Source: an optimization exercise on an open RTL-to-GDS flow (aim: small area). Production flows keep margins and buffers that such runs may drop. RTL that was checked went through simulation tests only; none was proved equivalent to the original.

==> v29 <==
==> flow/design.v (excerpt) <==
module pi_loop_top (
  input  logic                 clk,
  input  logic                 rst_n,
  input  logic                 arm,
  input  logic signed [17:0]   cfg_setpt,    
  input  logic signed [47:0]   cfg_alpha,    
  input  logic signed [47:0]   cfg_p,        
  input  logic [15:0]          cfg_delay,    
  output logic                 adc_sck,
  output logic                 adc_conv,
  input  logic                 adc_in,
  output logic                 dac_sck,
  output logic                 dac_ss,
  output logic                 dac_out,
  output logic signed [18:0]   status_err_cur,
  output logic signed [67:0]   status_adj
);
  localparam logic [1:0] s_idle = 2'd0, s_dly = 2'd1, s_run = 2'd2, s_dac = 2'd3;
  logic [1:0]  st;
  logic        cap, clr;           
  logic [15:0] n;                  
  wire idle = (st == s_idle);
  wire dly  = (st == s_dly);
  wire run  = (st == s_run);       
  wire dacp = (st == s_dac);       
  wire [6:0] n7 = n[6:0];
  wire [7:0] n8 = n[7:0];
  wire tdone   = dly && !cap && (&n[15:1]);
  wire run_end = run && (n7 == 7'd96);
  wire dac_end = dacp && (n8 == 8'd192);
  always_ff @(posedge clk) begin
    if (!rst_n) begin
      st  <= s_idle;
      cap <= 1'b0;
      clr <= 1'b0;
    end else begin
      cap <= idle && arm;
      clr <= idle && !arm;
      case (st)
        s_idle:  if (arm) st <= s_dly;
        s_dly:   if (tdone) st <= s_run;
        s_run:   if (run_end) st <= s_dac;
        default: if (dac_end) st <= s_idle;
      endcase
    end
  end
  always_ff @(posedge clk) begin
    if (cap) n <= ~cfg_delay;      
    else if (tdone) n <= '1;
    else if (run_end) n <= '0;
    else n <= n + 1'b1;
  end
  logic signed [47:0] alpha_q, p_q;
  logic [18:0]        ws;          
  logic               tbit;        
  logic signed [18:0] err_q;
  logic signed [67:0] adj_q;
  logic               epz;         
  always_ff @(posedge clk) begin
  ...
==> module pi_loop_top, before the edit <==
module pi_loop_top (
  input  logic                 clk,
  input  logic                 rst_n,
  input  logic                 arm,
  input  logic signed [17:0]   cfg_setpt,    
  input  logic signed [47:0]   cfg_alpha,    
  input  logic signed [47:0]   cfg_p,        
  input  logic [15:0]          cfg_delay,    
  output logic                 adc_sck,
  output logic                 adc_conv,
  input  logic                 adc_in,
  output logic                 dac_sck,
  output logic                 dac_ss,
  output logic                 dac_out,
  output logic signed [18:0]   status_err_cur,
  output logic signed [67:0]   status_adj
);
  localparam logic [1:0] s_idle = 2'd0, s_dly = 2'd1, s_run = 2'd2, s_dac = 2'd3;
  logic [1:0]  st;
  logic        cap, clr;           
  logic [15:0] n;                  
  wire idle = (st == s_idle);
  wire dly  = (st == s_dly);
  wire run  = (st == s_run);       
  wire dacp = (st == s_dac);       
  wire [6:0] n7 = n[6:0];
  wire [7:0] n8 = n[7:0];
  wire tdone   = dly && !cap && (&n[15:1]);
  wire run_end = run && (n7 == 7'd96);
  wire dac_end = dacp && (n8 == 8'd192);
  always_ff @(posedge clk) begin
    if (!rst_n) begin
      st  <= s_idle;
      cap <= 1'b0;
      clr <= 1'b0;
    end else begin
      cap <= idle && arm;
      clr <= idle && !arm;
      case (st)
        s_idle:  if (arm) st <= s_dly;
        s_dly:   if (tdone) st <= s_run;
        s_run:   if (run_end) st <= s_dac;
        default: if (dac_end) st <= s_idle;
      endcase
    end
  end
  always_ff @(posedge clk) begin
    if (cap) n <= ~cfg_delay;      
    else if (tdone) n <= '1;
    else if (run_end) n <= '0;
    else n <= n + 1'b1;
  end
  logic signed [47:0] alpha_q, p_q;
  logic [18:0]        ws;          
  logic               tbit;        
  logic signed [18:0] err_q;
  logic signed [67:0] adj_q;
  logic               epz;         
  always_ff @(posedge clk) begin
    if (cap) begin
      alpha_q <= cfg_alpha;
      p_q     <= cfg_p;
    end
  end
  wire       samp  = run && (n7[1:0] == 2'd3) && (n7 <= 7'd71);
  wire [4:0] kb    = n7[6:2];      
  wire       t_new = ws[18];
  wire       nz    = adc_in ^ t_new;
  wire       dneg  = nz && ((kb == 5'd0) ? adc_in : t_new);
  logic [18:0] ws_next;
  always_comb begin
    logic bw;
    bw = dneg;
    ws_next[0] = nz;
    for (int b = 0; b < 18; b++) begin
      ws_next[b+1] = ws[b] ^ (bw && (b[4:0] <= kb));
      bw = bw && !ws[b];
    end
  end
  always_ff @(posedge clk) begin
    if (cap) ws <= {cfg_setpt, 1'b0};
    else if (samp) ws <= ws_next;
    if (samp) tbit <= t_new;
  end
  always_ff @(posedge clk) begin
    if (run && n7 == 7'd75) err_q <= ws;
  end
  assign adc_conv = run && (n7 <= 7'd1);
  assign adc_sck  = run && !n7[1] && (n7 >= 7'd4) && (n7 <= 7'd73);
  logic [67:0] qr;                 
  logic        msb, c1, c2;        
  wire       act   = run && (n7 <= 7'd75);
  wire [1:0] j     = n7[1:0];
  wire [4:0] i     = n7[6:2];      
  wire       first = (i == 5'd0);
  logic ep_b, a_b;
  always_comb begin
    ep_b = 1'b0; a_b = 1'b0;
    for (int k = 0; k <= 18; k++) begin
      if (i == k[4:0]) begin
        if (k >= 1) a_b = adj_q[18-k];
        ep_b = err_q[18-k];
      end
    end
  end
  wire aen  = !first && ws[0];      
  wire aneg = tbit ^ (i == 5'd1);
  wire pen  = ep_b && !epz;
  wire pneg = !first;
  wire [67:0] alpha_x = {{20{alpha_q[47]}}, alpha_q};
  wire [67:0] p_x     = {{20{p_q[47]}}, p_q};
  wire [67:0] ash_x   = {18'd0, adj_q[67:18]};
  logic [16:0] ach, pch, shch;
  always_comb begin
    case (j)
      2'd0: begin ach = alpha_x[16:0];  pch = p_x[16:0];  shch = ash_x[16:0];  end
      2'd1: begin ach = alpha_x[33:17]; pch = p_x[33:17]; shch = ash_x[33:17]; end
      2'd2: begin ach = alpha_x[50:34]; pch = p_x[50:34]; shch = ash_x[50:34]; end
      default: begin ach = alpha_x[67:51]; pch = p_x[67:51]; shch = ash_x[67:51]; end
    endcase
  end
  wire [16:0] u = first ? shch : {qr[15:0], (j == 2'd0) ? a_b : msb};
  wire [16:0] v = aen ? (ach ^ {17{aneg}}) : 17'd0;
  wire [16:0] w = pen ? (pch ^ {17{pneg}}) : 17'd0;
  wire [16:0] cs = u ^ v ^ w;
  wire [16:0] cc = (u & v) | (u & w) | (v & w);
  wire        k1 = (j == 2'd0) ? (aen & aneg) : c1;
  wire        k2 = (j == 2'd0) ? (pen & pneg) : c2;
  wire [17:0] r  = {1'b0, cs} + {1'b0, cc[15:0], k1} + {17'd0, k2};
  always_ff @(posedge clk) begin
    msb <= qr[16];
    c1  <= cc[16];
    c2  <= r[17];
    qr  <= {act ? r[16:0] : qr[16:0], qr[67:17]};
  end
  always_ff @(posedge clk) begin
    if (!rst_n || clr) begin
      adj_q <= '0;
      epz   <= 1'b1;
    end else if (run && n7 == 7'd95) begin
      adj_q <= {qr[16:0], qr[67:51], qr[50:34], qr[33:17]};
      epz   <= 1'b0;
    end
  end
  wire [36:0] rt   = adj_q[67:31];
  wire        fits = (&rt[36:19]) || !(|rt[36:19]);
  wire [19:0] dac_val = fits ? rt[19:0] : (rt[36] ? 20'h80000 : 20'h7ffff);
  wire [23:0] frame = {4'b0010, dac_val};
  always_comb begin
    dac_out = 1'b0;
    for (int k = 0; k < 24; k++)
      if (n8[7:3] == k[4:0]) dac_out = frame[23-k];
  end
  assign dac_ss  = !(dacp && (n8 < 8'd192));
  assign dac_sck = dacp && (n8 < 8'd192) && n8[2];
  assign status_err_cur = err_q;
  assign status_adj     = adj_q;
endmodule
==> flow/config.mk <==
export PLATFORM = sky130hd
export DESIGN_NAME = pi_loop_top
export DESIGN_NICKNAME = pi_loop_top
export VERILOG_FILES = /design/flow/design.v
export SDC_FILE = /design/flow/constraint.sdc
export NUM_CORES = 4
export LEC_CHECK = 0
export CAP_MARGIN = 20
export CORE_MARGIN = 2
export CORE_UTILIZATION = 30
export SLEW_MARGIN = 20
==> flow/constraint.sdc <==
create_clock -name core_clock -period 7.0 [get_ports {clk}]
set_input_delay 1.4000 -clock core_clock [delete_from_list [all_inputs] [get_ports {clk}]]
set_output_delay 1.4000 -clock core_clock [all_outputs]
set_load 0.01 [all_outputs]
standard.sh (not shown) runs the stock make flow with config.mk's settings and CLKGATE_MAP_FILE= SYNTH_SCRIPT=/design/flow/synth_recipe.tcl, a recipe that flattens the netlist after the stock synthesis.
==> flow/flow/run.sh <==
#!/bin/bash
# Standard ORFS layout (the standard.sh, standard synthesis), with two changes:
# the port buffers use the smallest buffer cell, and clock tree synthesis inserts no
# dummy loads. Each make run writes its full output to a log file here.
set -euo pipefail
export BUFFER_PORTS_ARGS="-buffer_cell sky130_fd_sc_hd__buf_1"
export CTS_ARGS="-sink_clustering_enable -repair_clock_nets -dont_use_dummy_load"
bash standard.sh > flow_standard.log 2>&1
==> v24 (differences from v29) <==
--- a/flow/design.v
+++ b/flow/design.v
@@ -57,7 +57,7 @@
   wire dacp = (st == s_dac);       
   wire [6:0] n7 = n[6:0];
   wire [7:0] n8 = n[7:0];
-  wire tdone   = dly && !cap && (&n[15:1]);
+  wire tdone   = dly && !cap && (&n[15:1]);  
   wire run_end = run && (n7 == 7'd96);
   wire dac_end = dacp && (n8 == 8'd192);
   always_ff @(posedge clk) begin
@@ -77,8 +77,7 @@
     end
   end
   always_ff @(posedge clk) begin
-    if (cap) n <= ~cfg_delay;      
-    else if (tdone) n <= '1;
+    if (cap) n <= ~{cfg_delay[15:1], cfg_delay[0] | ~|cfg_delay};  
     else if (run_end) n <= '0;
     else n <= n + 1'b1;
   end
@@ -105,17 +104,17 @@
     bw = dneg;
     ws_next[0] = nz;
     for (int b = 0; b < 18; b++) begin
-      ws_next[b+1] = ws[b] ^ (bw && (b[4:0] <= kb));
+      ws_next[b+1] = ws[b] ^ bw;
       bw = bw && !ws[b];
     end
   end
   always_ff @(posedge clk) begin
-    if (cap) ws <= {cfg_setpt, 1'b0};
+    if (cap) ws <= {cfg_setpt, 1'b1};
     else if (samp) ws <= ws_next;
     if (samp) tbit <= t_new;
   end
   always_ff @(posedge clk) begin
-    if (run && n7 == 7'd75) err_q <= ws;
+    if (run && n7 == 7'd75) err_q <= {~ws[18], ws[17:0]};
   end
   assign adc_conv = run && (n7 <= 7'd1);
   assign adc_sck  = run && !n7[1] && (n7 >= 7'd4) && (n7 <= 7'd73);
@@ -165,24 +164,25 @@
     c2  <= r[17];
     qr  <= {act ? r[16:0] : qr[16:0], qr[67:17]};
   end
+  wire a_ld   = rst_n && run && (n7 == 7'd95);
+  wire a_hold = rst_n && !clr && !(run && (n7 == 7'd95));
+  wire [67:0] qperm = {qr[16:0], qr[67:51], qr[50:34], qr[33:17]};
   always_ff @(posedge clk) begin
-    if (!rst_n || clr) begin
-      adj_q <= '0;
-      epz   <= 1'b1;
-    end else if (run && n7 == 7'd95) begin
-      adj_q <= {qr[16:0], qr[67:51], qr[50:34], qr[33:17]};
-      epz   <= 1'b0;
-    end
+    adj_q <= (qperm & {68{a_ld}}) | (adj_q & {68{a_hold}});
+    if (!rst_n || clr) epz <= 1'b1;
+    else if (a_ld) epz <= 1'b0;
   end
   wire [36:0] rt   = adj_q[67:31];
   wire        fits = (&rt[36:19]) || !(|rt[36:19]);
-  wire [19:0] dac_val = fits ? rt[19:0] : (rt[36] ? 20'h80000 : 20'h7ffff);
-  wire [23:0] frame = {4'b0010, dac_val};
+  wire [4:0]  fb   = n8[7:3];      
+  logic [31:0] word_msb;           
   always_comb begin
-    dac_out = 1'b0;
-    for (int k = 0; k < 24; k++)
-      if (n8[7:3] == k[4:0]) dac_out = frame[23-k];
+    word_msb = '0;
+    for (int k = 4; k < 24; k++) word_msb[k] = rt[23-k];
   end
+  wire code_bit = (fb == 5'd2);    
+  wire sat_bit  = rt[36] ^ (fb != 5'd4);  
+  assign dac_out = (fb < 5'd4) ? code_bit : (fits ? word_msb[fb] : sat_bit);
   assign dac_ss  = !(dacp && (n8 < 8'd192));
   assign dac_sck = dacp && (n8 < 8'd192) && n8[2];
   assign status_err_cur = err_q;
--- a/flow/flow/run.sh
+++ b/flow/flow/run.sh
@@ -4,5 +4,5 @@
 # dummy loads. Each make run writes its full output to a log file here.
 set -euo pipefail
 export BUFFER_PORTS_ARGS="-buffer_cell sky130_fd_sc_hd__buf_1"
-export CTS_ARGS="-sink_clustering_enable -repair_clock_nets -dont_use_dummy_load"
+export CTS_ARGS="-sink_clustering_enable -repair_clock_nets -dont_use_dummy_load -buf_list sky130_fd_sc_hd__clkbuf_8 -sink_clustering_size 20 -sink_clustering_max_diameter 60"
 bash standard.sh > flow_standard.log 2>&1
Settings changed: CAP_MARGIN 20 to 0, CORE_UTILIZATION 30 to 55, SLEW_MARGIN 20 to 0.
==> v17 (differences from v29) <==
--- a/flow/design.v
+++ b/flow/design.v
@@ -57,7 +57,7 @@
   wire dacp = (st == s_dac);       
   wire [6:0] n7 = n[6:0];
   wire [7:0] n8 = n[7:0];
-  wire tdone   = dly && !cap && (&n[15:1]);
+  wire tdone   = dly && !cap && (&n[15:1]);  
   wire run_end = run && (n7 == 7'd96);
   wire dac_end = dacp && (n8 == 8'd192);
   always_ff @(posedge clk) begin
@@ -77,8 +77,7 @@
     end
   end
   always_ff @(posedge clk) begin
-    if (cap) n <= ~cfg_delay;      
-    else if (tdone) n <= '1;
+    if (cap) n <= ~{cfg_delay[15:1], cfg_delay[0] | ~|cfg_delay};  
     else if (run_end) n <= '0;
     else n <= n + 1'b1;
   end
@@ -105,17 +104,17 @@
     bw = dneg;
     ws_next[0] = nz;
     for (int b = 0; b < 18; b++) begin
-      ws_next[b+1] = ws[b] ^ (bw && (b[4:0] <= kb));
+      ws_next[b+1] = ws[b] ^ bw;
       bw = bw && !ws[b];
     end
   end
   always_ff @(posedge clk) begin
-    if (cap) ws <= {cfg_setpt, 1'b0};
+    if (cap) ws <= {cfg_setpt, 1'b1};
     else if (samp) ws <= ws_next;
     if (samp) tbit <= t_new;
   end
   always_ff @(posedge clk) begin
-    if (run && n7 == 7'd75) err_q <= ws;
+    if (run && n7 == 7'd75) err_q <= {~ws[18], ws[17:0]};
   end
   assign adc_conv = run && (n7 <= 7'd1);
   assign adc_sck  = run && !n7[1] && (n7 >= 7'd4) && (n7 <= 7'd73);
@@ -165,24 +164,24 @@
     c2  <= r[17];
     qr  <= {act ? r[16:0] : qr[16:0], qr[67:17]};
   end
+  wire a_ld   = rst_n && run && (n7 == 7'd95);
+  wire a_hold = rst_n && !clr && !(run && (n7 == 7'd95));
+  wire [67:0] qperm = {qr[16:0], qr[67:51], qr[50:34], qr[33:17]};
   always_ff @(posedge clk) begin
-    if (!rst_n || clr) begin
-      adj_q <= '0;
-      epz   <= 1'b1;
-    end else if (run && n7 == 7'd95) begin
-      adj_q <= {qr[16:0], qr[67:51], qr[50:34], qr[33:17]};
-      epz   <= 1'b0;
-    end
+    adj_q <= (qperm & {68{a_ld}}) | (adj_q & {68{a_hold}});
+    if (!rst_n || clr) epz <= 1'b1;
+    else if (a_ld) epz <= 1'b0;
   end
   wire [36:0] rt   = adj_q[67:31];
   wire        fits = (&rt[36:19]) || !(|rt[36:19]);
   wire [19:0] dac_val = fits ? rt[19:0] : (rt[36] ? 20'h80000 : 20'h7ffff);
   wire [23:0] frame = {4'b0010, dac_val};
+  logic [31:0] frame_msb;          
   always_comb begin
-    dac_out = 1'b0;
-    for (int k = 0; k < 24; k++)
-      if (n8[7:3] == k[4:0]) dac_out = frame[23-k];
+    frame_msb = '0;
+    for (int k = 0; k < 24; k++) frame_msb[k] = frame[23-k];
   end
+  assign dac_out = frame_msb[n8[7:3]];
   assign dac_ss  = !(dacp && (n8 < 8'd192));
   assign dac_sck = dacp && (n8 < 8'd192) && n8[2];
   assign status_err_cur = err_q;
--- a/flow/flow/run.sh
+++ b/flow/flow/run.sh
@@ -4,5 +4,5 @@
 # dummy loads. Each make run writes its full output to a log file here.
 set -euo pipefail
 export BUFFER_PORTS_ARGS="-buffer_cell sky130_fd_sc_hd__buf_1"
-export CTS_ARGS="-sink_clustering_enable -repair_clock_nets -dont_use_dummy_load"
+export CTS_ARGS="-sink_clustering_enable -repair_clock_nets -dont_use_dummy_load -buf_list sky130_fd_sc_hd__clkbuf_8 -sink_clustering_size 16 -sink_clustering_max_diameter 60"
 bash standard.sh > flow_standard.log 2>&1
Settings changed: CAP_MARGIN 20 to 0, CORE_UTILIZATION 30 to 65, SLEW_MARGIN 20 to 0.
==> v39 (differences from v29) <==
==> flow/run.sh (new file) <==
#!/bin/bash
# synth_recipe.tcl (not shown) runs the flow's synth.tcl, then flattens the netlist and writes it again
# the make line also repeats each setting of config.mk as NAME=value (left out here)
make -C /OpenROAD-flow-scripts/flow DESIGN_CONFIG=/design/flow/config.mk WORK_HOME=/design/flow/orfs CLKGATE_MAP_FILE= SYNTH_SCRIPT=/design/flow/synth_recipe.tcl finish
removed: flow/flow/run.sh
removed: flow/standard.sh
==> metrics.md <==
| Metric | Value |
|---|---|
| Clock skew | `0.122 ns` |
| Status | `complete, no violations` |
| CP max-delay cell | `dfxtp_1` |
| Peak VDD IR | `about 230 µV` |
| Synth Area in Adders | `0.0695` |
| #MultiIn Comb | `708` |
# the run above: v24

==> metrics.md <==
| Metric | Value |
|---|---|
| Gr usage total | `0.186` |
| Peak VDD IR | `167 µV` |
| DRC | `0` |
| CP max-delay cell | `o41ai_1` |
| Status | `complete, no violations` |
| Critical path capture point type | `flop` |
| Clock skew | `0.0170 ns` |
| Synth Area in Adders | `0.0504` |
| Crit path launch type | `flop` |
# the run above: v39

==> metrics.md <==
| Metric | Value |
|---|---|
| Clock skew | `0.0539 ns` |
| Synth Area in Adders | `0.0504` |
| Status | `complete, no violations` |
| #MultiIn Comb | `930` |
| Peak VDD IR | `~200 µV` |
| Worst path max stage delay | `between 0.8 and 0.9 ns` |
# the run above: v29

==> metrics.md <==
| Metric | Value |
|---|---|
| Status | `complete, no violations` |
| First-pass GRT wire length | `49600 µm` |
| Clk latency of the worst-skew pair | `roughly 0.58 ns` |
| Crit path time final | `around 5.4 ns` |
| Peak VDD IR | `213 µV` |
| Synth Area in Adders | `0.0683` |
| Clock skew | `0.0584 ns` |
| Routed Antenna Nets | `0` |
| #MultiIn Comb | `726` |
| CP max-delay cell | `nand2_2` |
# the run above: v17

No functional check of the RTL was part of v29 and v39.

separate check: timing with driven ports:
Ports are ideal in the flow. The routed layouts listed here were re-timed in OpenROAD. Step 1 assumes that a clkbuf_16 drives the clock port and a buf_2 every other input. Step 2 moves the port delays by t, midway between the first and last clock arrival at a register: inputs arrive t later, outputs are due t later. That takes back most of the time a late clock gives input paths. Slacks: ideal / step 1 / step 2; pairs: ideal / step 1.
run | shift t [ns] | setup slack, ns | worst register clock-pin slew, ns | pins driven straight from the clock port
v29 | 0.571 | 0.691 / 0.691 / 0.691 | 0.06 / 0.06 | 1
v24 | 0.583 | 1.364 / 1.364 / 1.364 | 0.12 / 0.12 | 1
v17 | 0.597 | 1.623 / 1.623 / 1.623 | 0.10 / 0.10 | 1
v39 | 0.587 | 1.041 / 1.041 / 1.041 | 0.06 / 0.06 | 1
After both steps setup and hold are still met in every run listed.
